This is an optimization exercise on Yosys and OpenROAD, whose aim is small area, not a production implementation.
The RTL was checked by simulation tests, not by an equivalence proof against the original design.
No activity file was given, so power comes from the tool's default toggle rates.

## laser_log_top
module laser_log_top #(
	parameter int DEPTH = 64
) (
	input  logic                       clk1,
	input  logic                       arst_n,
	input  logic                       ext_clk_pin,
	input  logic [3-1:0]      din,
	input  logic [2*16-1:0]    adc,            
	input  logic                       pipe_read,
	output logic [16-1:0]     pipe_data,
	output logic                       pipe_valid,
	output logic                       pipe_empty,
	output logic                       pipe_underrun
);
==> module word_fifo, before the edit <==
module word_fifo #(
	parameter int DEPTH = 64
) (
	input  logic                       clk1,
	input  logic                       arst_n,
	input  logic                       start,   
	input  logic [3*16-1:0]   rec,
	input  logic                       wr,      
	input  logic                       pop,     
	output logic [16-1:0]     shown,   
	output logic                       empty,
	output logic [$clog2(DEPTH):0]     level    
);
	localparam int CNT_W = $clog2(DEPTH) + 1;
	localparam int W     = 16;
	localparam int RW    = 3 * W;
	logic [RW-1:0]    ring [3][3];
	logic [RW-1:0]    stage_q;   
	logic             stage_v;
	logic [RW-1:0]    head_q;    
	logic             head_v;
	logic [1:0]       phase;     
	logic [1:0]       w_cls, w_slot;  
	logic [1:0]       r_cls, r_slot;  
	logic             ring_full;  
	logic             ring_any;   
	logic [2:0]       rd_idx;    
	logic [2*W-1:0]   rd_seq;    
	logic [CNT_W-1:0] count;
	logic             pull;
	logic             last;      
	logic             want;      
	logic             take_st;   
	logic             take_rg;   
	logic             ins;       
	logic [RW-1:0]    tap;
	assign empty = (count == '0);
	assign level = count;
	assign pull  = pop & ~empty;
	assign last  = pull & (rd_idx == 3'd5);
	assign ring_any = ring_full | (w_cls != r_cls) | (w_slot != r_slot);
	assign want     = ~head_v;
	assign take_rg  = want & ring_any & (phase == r_slot);
	assign take_st  = want & ~ring_any & stage_v;
	assign ins      = stage_v & ~take_st & (~ring_full | take_rg) & (phase == w_slot);
	always_comb begin
		case (r_cls)
			2'd0:    tap = ring[0][0];
			2'd1:    tap = ring[1][0];
			default: tap = ring[2][0];
		endcase
	end
	always_comb begin
		case (rd_idx)
			3'd1:    shown = rd_seq[W-1:0];
			3'd2:    shown = rd_seq[2*W-1:W];
			3'd3:    shown = head_q[3*W-1:2*W];
			3'd4:    shown = head_q[2*W-1:W];
			3'd5:    shown = head_q[W-1:0];
			default: shown = head_q[2*W-1:W] - head_q[W-1:0];
		endcase
	end
	always_ff @(posedge clk1) begin
		for (int r = 0; r < 3; r++) begin
			ring[r][0] <= ring[r][1];
			ring[r][1] <= ring[r][2];
			ring[r][2] <= (ins && w_cls == 2'(r)) ? stage_q : ring[r][0];
		end
		if (start)
			stage_q <= rec;
		if (take_st)
			head_q <= stage_q;
		else if (take_rg)
			head_q <= tap;
	end
	always_ff @(posedge clk1 or negedge arst_n) begin
		if (!arst_n) begin
			phase   <= '0;
			stage_v <= 1'b0;
			head_v  <= 1'b0;
			w_cls   <= '0;
			w_slot  <= '0;
			r_cls   <= '0;
			r_slot  <= '0;
			ring_full <= 1'b0;
			rd_idx  <= '0;
			rd_seq  <= '0;
			count   <= '0;
		end else begin
			phase <= ((phase == 2'd2) ? 2'd0 : phase + 2'd1);
			if (start)
				stage_v <= 1'b1;
			else if (ins || take_st)
				stage_v <= 1'b0;
			if (ins || take_st) begin
				w_cls <= ((w_cls == 2'd2) ? 2'd0 : w_cls + 2'd1);
				if (w_cls == 2'd2)
					w_slot <= ((w_slot == 2'd2) ? 2'd0 : w_slot + 2'd1);
			end
			if (take_rg || take_st) begin
				r_cls <= ((r_cls == 2'd2) ? 2'd0 : r_cls + 2'd1);
				if (r_cls == 2'd2)
					r_slot <= ((r_slot == 2'd2) ? 2'd0 : r_slot + 2'd1);
			end
			if (take_rg || take_st)
				head_v <= 1'b1;
			else if (last)
				head_v <= 1'b0;
			if (take_rg && !ins)
				ring_full <= 1'b0;
			else if (ins && !take_rg)
				ring_full <= ({((w_cls == 2'd2) ? ((w_slot == 2'd2) ? 2'd0 : w_slot + 2'd1) : w_slot),
				               ((w_cls == 2'd2) ? 2'd0 : w_cls + 2'd1)} == {r_slot, r_cls});
			if (pull) begin
				if (last) begin
					rd_idx <= '0;
					rd_seq <= rd_seq + 1'b1;
				end else begin
					rd_idx <= rd_idx + 1'b1;
				end
			end
			case ({wr, pull})
				2'b10:   count <= count + 1'b1;
				2'b01:   count <= count - 1'b1;
				default: count <= count;
			endcase
		end
	end
endmodule
==> module host_pipe_port, before the edit <==
module host_pipe_port (
	input  logic                   clk1,
	input  logic                   arst_n,
	input  logic                   pipe_read,      
	input  logic [16-1:0] shown,          
	input  logic                   empty,
	output logic                   pop,
	output logic [16-1:0] pipe_data,
	output logic                   pipe_valid,     
	output logic                   pipe_empty,
	output logic                   pipe_underrun   
);
	assign pop        = pipe_read & ~empty;  
	assign pipe_empty = empty;
	assign pipe_data  = shown;  
	always_ff @(posedge clk1 or negedge arst_n) begin
		if (!arst_n) begin
			pipe_valid    <= 1'b0;
			pipe_underrun <= 1'b0;
		end else begin
			pipe_valid <= pop;  
			if (pipe_read && empty)
				pipe_underrun <= 1'b1;
		end
	end
endmodule
==> module laser_log_top, before the edit <==
module laser_log_top #(
	parameter int DEPTH = 64
) (
	input  logic                       clk1,
	input  logic                       arst_n,
	input  logic                       ext_clk_pin,
	input  logic [3-1:0]      din,
	input  logic [2*16-1:0]    adc,            
	input  logic                       pipe_read,
	output logic [16-1:0]     pipe_data,
	output logic                       pipe_valid,
	output logic                       pipe_empty,
	output logic                       pipe_underrun
);
	logic                       ext_tick;
	logic                       start;
	logic [3*16-1:0]   rec;
	logic                       wr;
	logic [$clog2(DEPTH):0]     level;
	logic [16-1:0]     shown;
	logic                       empty;
	logic                       pop;
	laser_log_pkg::adc_sample_t adc_s;
	assign adc_s = adc;
	ext_clk_conditioner u_ext_clk (
		.clk1        (clk1),
		.arst_n      (arst_n),
		.ext_clk_pin (ext_clk_pin),
		.ext_tick    (ext_tick)
	);
	frame_logger #(.DEPTH(DEPTH)) u_logger (
		.clk1     (clk1),
		.arst_n   (arst_n),
		.ext_tick (ext_tick),
		.din      (din),
		.adc      (adc_s),
		.level    (level),
		.start    (start),
		.rec      (rec),
		.wr       (wr)
	);
	word_fifo #(.DEPTH(DEPTH)) u_fifo (
		.clk1   (clk1),
		.arst_n (arst_n),
		.start  (start),
		.rec    (rec),
		.wr     (wr),
		.pop    (pop),
		.shown  (shown),
		.empty  (empty),
		.level  (level)
	);
	host_pipe_port u_pipe (
		.clk1          (clk1),
		.arst_n        (arst_n),
		.pipe_read     (pipe_read),
		.shown         (shown),
		.empty         (empty),
		.pop           (pop),
		.pipe_data     (pipe_data),
		.pipe_valid    (pipe_valid),
		.pipe_empty    (pipe_empty),
		.pipe_underrun (pipe_underrun)
	);
endmodule
Settings: LEC_CHECK=0, CAP_MARGIN=20, CORE_MARGIN=2, CORE_UTILIZATION=40, CTS_CLUSTER_DIAMETER=100, CTS_CLUSTER_SIZE=30, SLEW_MARGIN=20; clock period 8.0 ns.
run.sh (not shown) runs the stock make flow with config.mk's settings and CLKGATE_MAP_FILE= SYNTH_SCRIPT=/design/flow/synth_recipe.tcl, a recipe that flattens the netlist after the stock synthesis.
The starting point completed with no timing, DRC or antenna violations.
Rerun with:
--- a/flow/design.v
+++ b/flow/design.v
@@ -100,9 +100,9 @@
 	input  logic                       start,   
 	input  logic [3*16-1:0]   rec,
 	input  logic                       wr,      
 	input  logic                       pop,     
-	output logic [16-1:0]     shown,   
+	output logic [16-1:0]     head,    
 	output logic                       empty,
 	output logic [$clog2(DEPTH):0]     level    
 );
 	localparam int CNT_W = $clog2(DEPTH) + 1;
@@ -115,10 +115,9 @@
 	logic             head_v;
 	logic [1:0]       phase;     
 	logic [1:0]       w_cls, w_slot;  
 	logic [1:0]       r_cls, r_slot;  
-	logic             ring_full;  
-	logic             ring_any;   
+	logic [3:0]       ring_n;    
 	logic [2:0]       rd_idx;    
 	logic [2*W-1:0]   rd_seq;    
 	logic [CNT_W-1:0] count;
 	logic             pull;
@@ -131,13 +130,12 @@
 	assign empty = (count == '0);
 	assign level = count;
 	assign pull  = pop & ~empty;
 	assign last  = pull & (rd_idx == 3'd5);
-	assign ring_any = ring_full | (w_cls != r_cls) | (w_slot != r_slot);
-	assign want     = ~head_v;
-	assign take_rg  = want & ring_any & (phase == r_slot);
-	assign take_st  = want & ~ring_any & stage_v;
-	assign ins      = stage_v & ~take_st & (~ring_full | take_rg) & (phase == w_slot);
+	assign want    = ~head_v | last;
+	assign take_rg = want & (ring_n != 4'd0) & (phase == r_slot);
+	assign take_st = want & (ring_n == 4'd0) & stage_v;
+	assign ins     = stage_v & ~take_st & ((ring_n != 4'd9) | take_rg) & (phase == w_slot);
 	always_comb begin
 		case (r_cls)
 			2'd0:    tap = ring[0][0];
 			2'd1:    tap = ring[1][0];
@@ -145,14 +143,14 @@
 		endcase
 	end
 	always_comb begin
 		case (rd_idx)
-			3'd1:    shown = rd_seq[W-1:0];
-			3'd2:    shown = rd_seq[2*W-1:W];
-			3'd3:    shown = head_q[3*W-1:2*W];
-			3'd4:    shown = head_q[2*W-1:W];
-			3'd5:    shown = head_q[W-1:0];
-			default: shown = head_q[2*W-1:W] - head_q[W-1:0];
+			3'd0:    head = rd_seq[W-1:0];
+			3'd1:    head = rd_seq[2*W-1:W];
+			3'd2:    head = head_q[3*W-1:2*W];
+			3'd3:    head = head_q[2*W-1:W];
+			3'd4:    head = head_q[W-1:0];
+			default: head = head_q[2*W-1:W] - head_q[W-1:0];
 		endcase
 	end
 	always_ff @(posedge clk1) begin
 		for (int r = 0; r < 3; r++) begin
@@ -175,9 +173,9 @@
 			w_cls   <= '0;
 			w_slot  <= '0;
 			r_cls   <= '0;
 			r_slot  <= '0;
-			ring_full <= 1'b0;
+			ring_n  <= '0;
 			rd_idx  <= '0;
 			rd_seq  <= '0;
 			count   <= '0;
 		end else begin
@@ -199,13 +197,12 @@
 			if (take_rg || take_st)
 				head_v <= 1'b1;
 			else if (last)
 				head_v <= 1'b0;
-			if (take_rg && !ins)
-				ring_full <= 1'b0;
-			else if (ins && !take_rg)
-				ring_full <= ({((w_cls == 2'd2) ? ((w_slot == 2'd2) ? 2'd0 : w_slot + 2'd1) : w_slot),
-				               ((w_cls == 2'd2) ? 2'd0 : w_cls + 2'd1)} == {r_slot, r_cls});
+			if (ins && !take_rg)
+				ring_n <= ring_n + 1'b1;
+			else if (take_rg && !ins)
+				ring_n <= ring_n - 1'b1;
 			if (pull) begin
 				if (last) begin
 					rd_idx <= '0;
 					rd_seq <= rd_seq + 1'b1;
@@ -225,9 +222,9 @@
 module host_pipe_port (
 	input  logic                   clk1,
 	input  logic                   arst_n,
 	input  logic                   pipe_read,      
-	input  logic [16-1:0] shown,          
+	input  logic [16-1:0] head,           
 	input  logic                   empty,
 	output logic                   pop,
 	output logic [16-1:0] pipe_data,
 	output logic                   pipe_valid,     
@@ -235,9 +232,10 @@
 	output logic                   pipe_underrun   
 );
 	assign pop        = pipe_read & ~empty;  
 	assign pipe_empty = empty;
-	assign pipe_data  = shown;  
+	always_ff @(posedge clk1)
+		pipe_data <= head;  
 	always_ff @(posedge clk1 or negedge arst_n) begin
 		if (!arst_n) begin
 			pipe_valid    <= 1'b0;
 			pipe_underrun <= 1'b0;
@@ -267,9 +265,9 @@
 	logic                       start;
 	logic [3*16-1:0]   rec;
 	logic                       wr;
 	logic [$clog2(DEPTH):0]     level;
-	logic [16-1:0]     shown;
+	logic [16-1:0]     head;
 	logic                       empty;
 	logic                       pop;
 	laser_log_pkg::adc_sample_t adc_s;
 	assign adc_s = adc;
@@ -296,17 +294,17 @@
 		.start  (start),
 		.rec    (rec),
 		.wr     (wr),
 		.pop    (pop),
-		.shown  (shown),
+		.head   (head),
 		.empty  (empty),
 		.level  (level)
 	);
 	host_pipe_port u_pipe (
 		.clk1          (clk1),
 		.arst_n        (arst_n),
 		.pipe_read     (pipe_read),
-		.shown         (shown),
+		.head          (head),
 		.empty         (empty),
 		.pop           (pop),
 		.pipe_data     (pipe_data),
 		.pipe_valid    (pipe_valid),
=> The changed run completed with no timing, DRC or antenna violations. Non-clock buffer count rose by 1. Sequential share of layout area rose by 0.34 points. Combinational power fell by a quarter to a third. Utilization barely changes. Setup slack improves by 1.5 ns. Via count rose slightly.

[separate check: timing with driven ports]
The results above use ideal ports. As a check the final layouts listed here were re-extracted and re-timed, cells and wires unchanged.
Step 1 (the two cells are an assumption about what drives the block):
set clk [get_ports {clk1}]
set_driving_cell -lib_cell sky130_fd_sc_hd__clkbuf_16 $clk
set_driving_cell -lib_cell sky130_fd_sc_hd__buf_2 [delete_from_list [all_inputs] $clk]
Step 2 times the ports against the registers' clock, not the clock port: input delays grow and output delays shrink by t, the midpoint of the rising clock arrivals with the driver on.
Slacks: ideal / step 1 / step 2; pairs: ideal / step 1.
| run | shift t [ns] | slack for setup (ns) | slew at the worst register clock pin (ns) | worst slew at a driven data input, ns |
|---|---|---|---|---|
| the first run | 0.633 | 2.453 / 2.397 / 3.030 | 0.11 / 0.11 | 0.05 |
| the second run | 0.643 | 3.937 / 3.881 / 3.529 | 0.11 / 0.11 | 0.04 |
After both steps setup and hold are still met in every run listed. For the second run, which loses most, drivers alone change the setup slack by -0.056 ns; drivers and shift together by -0.408 ns.
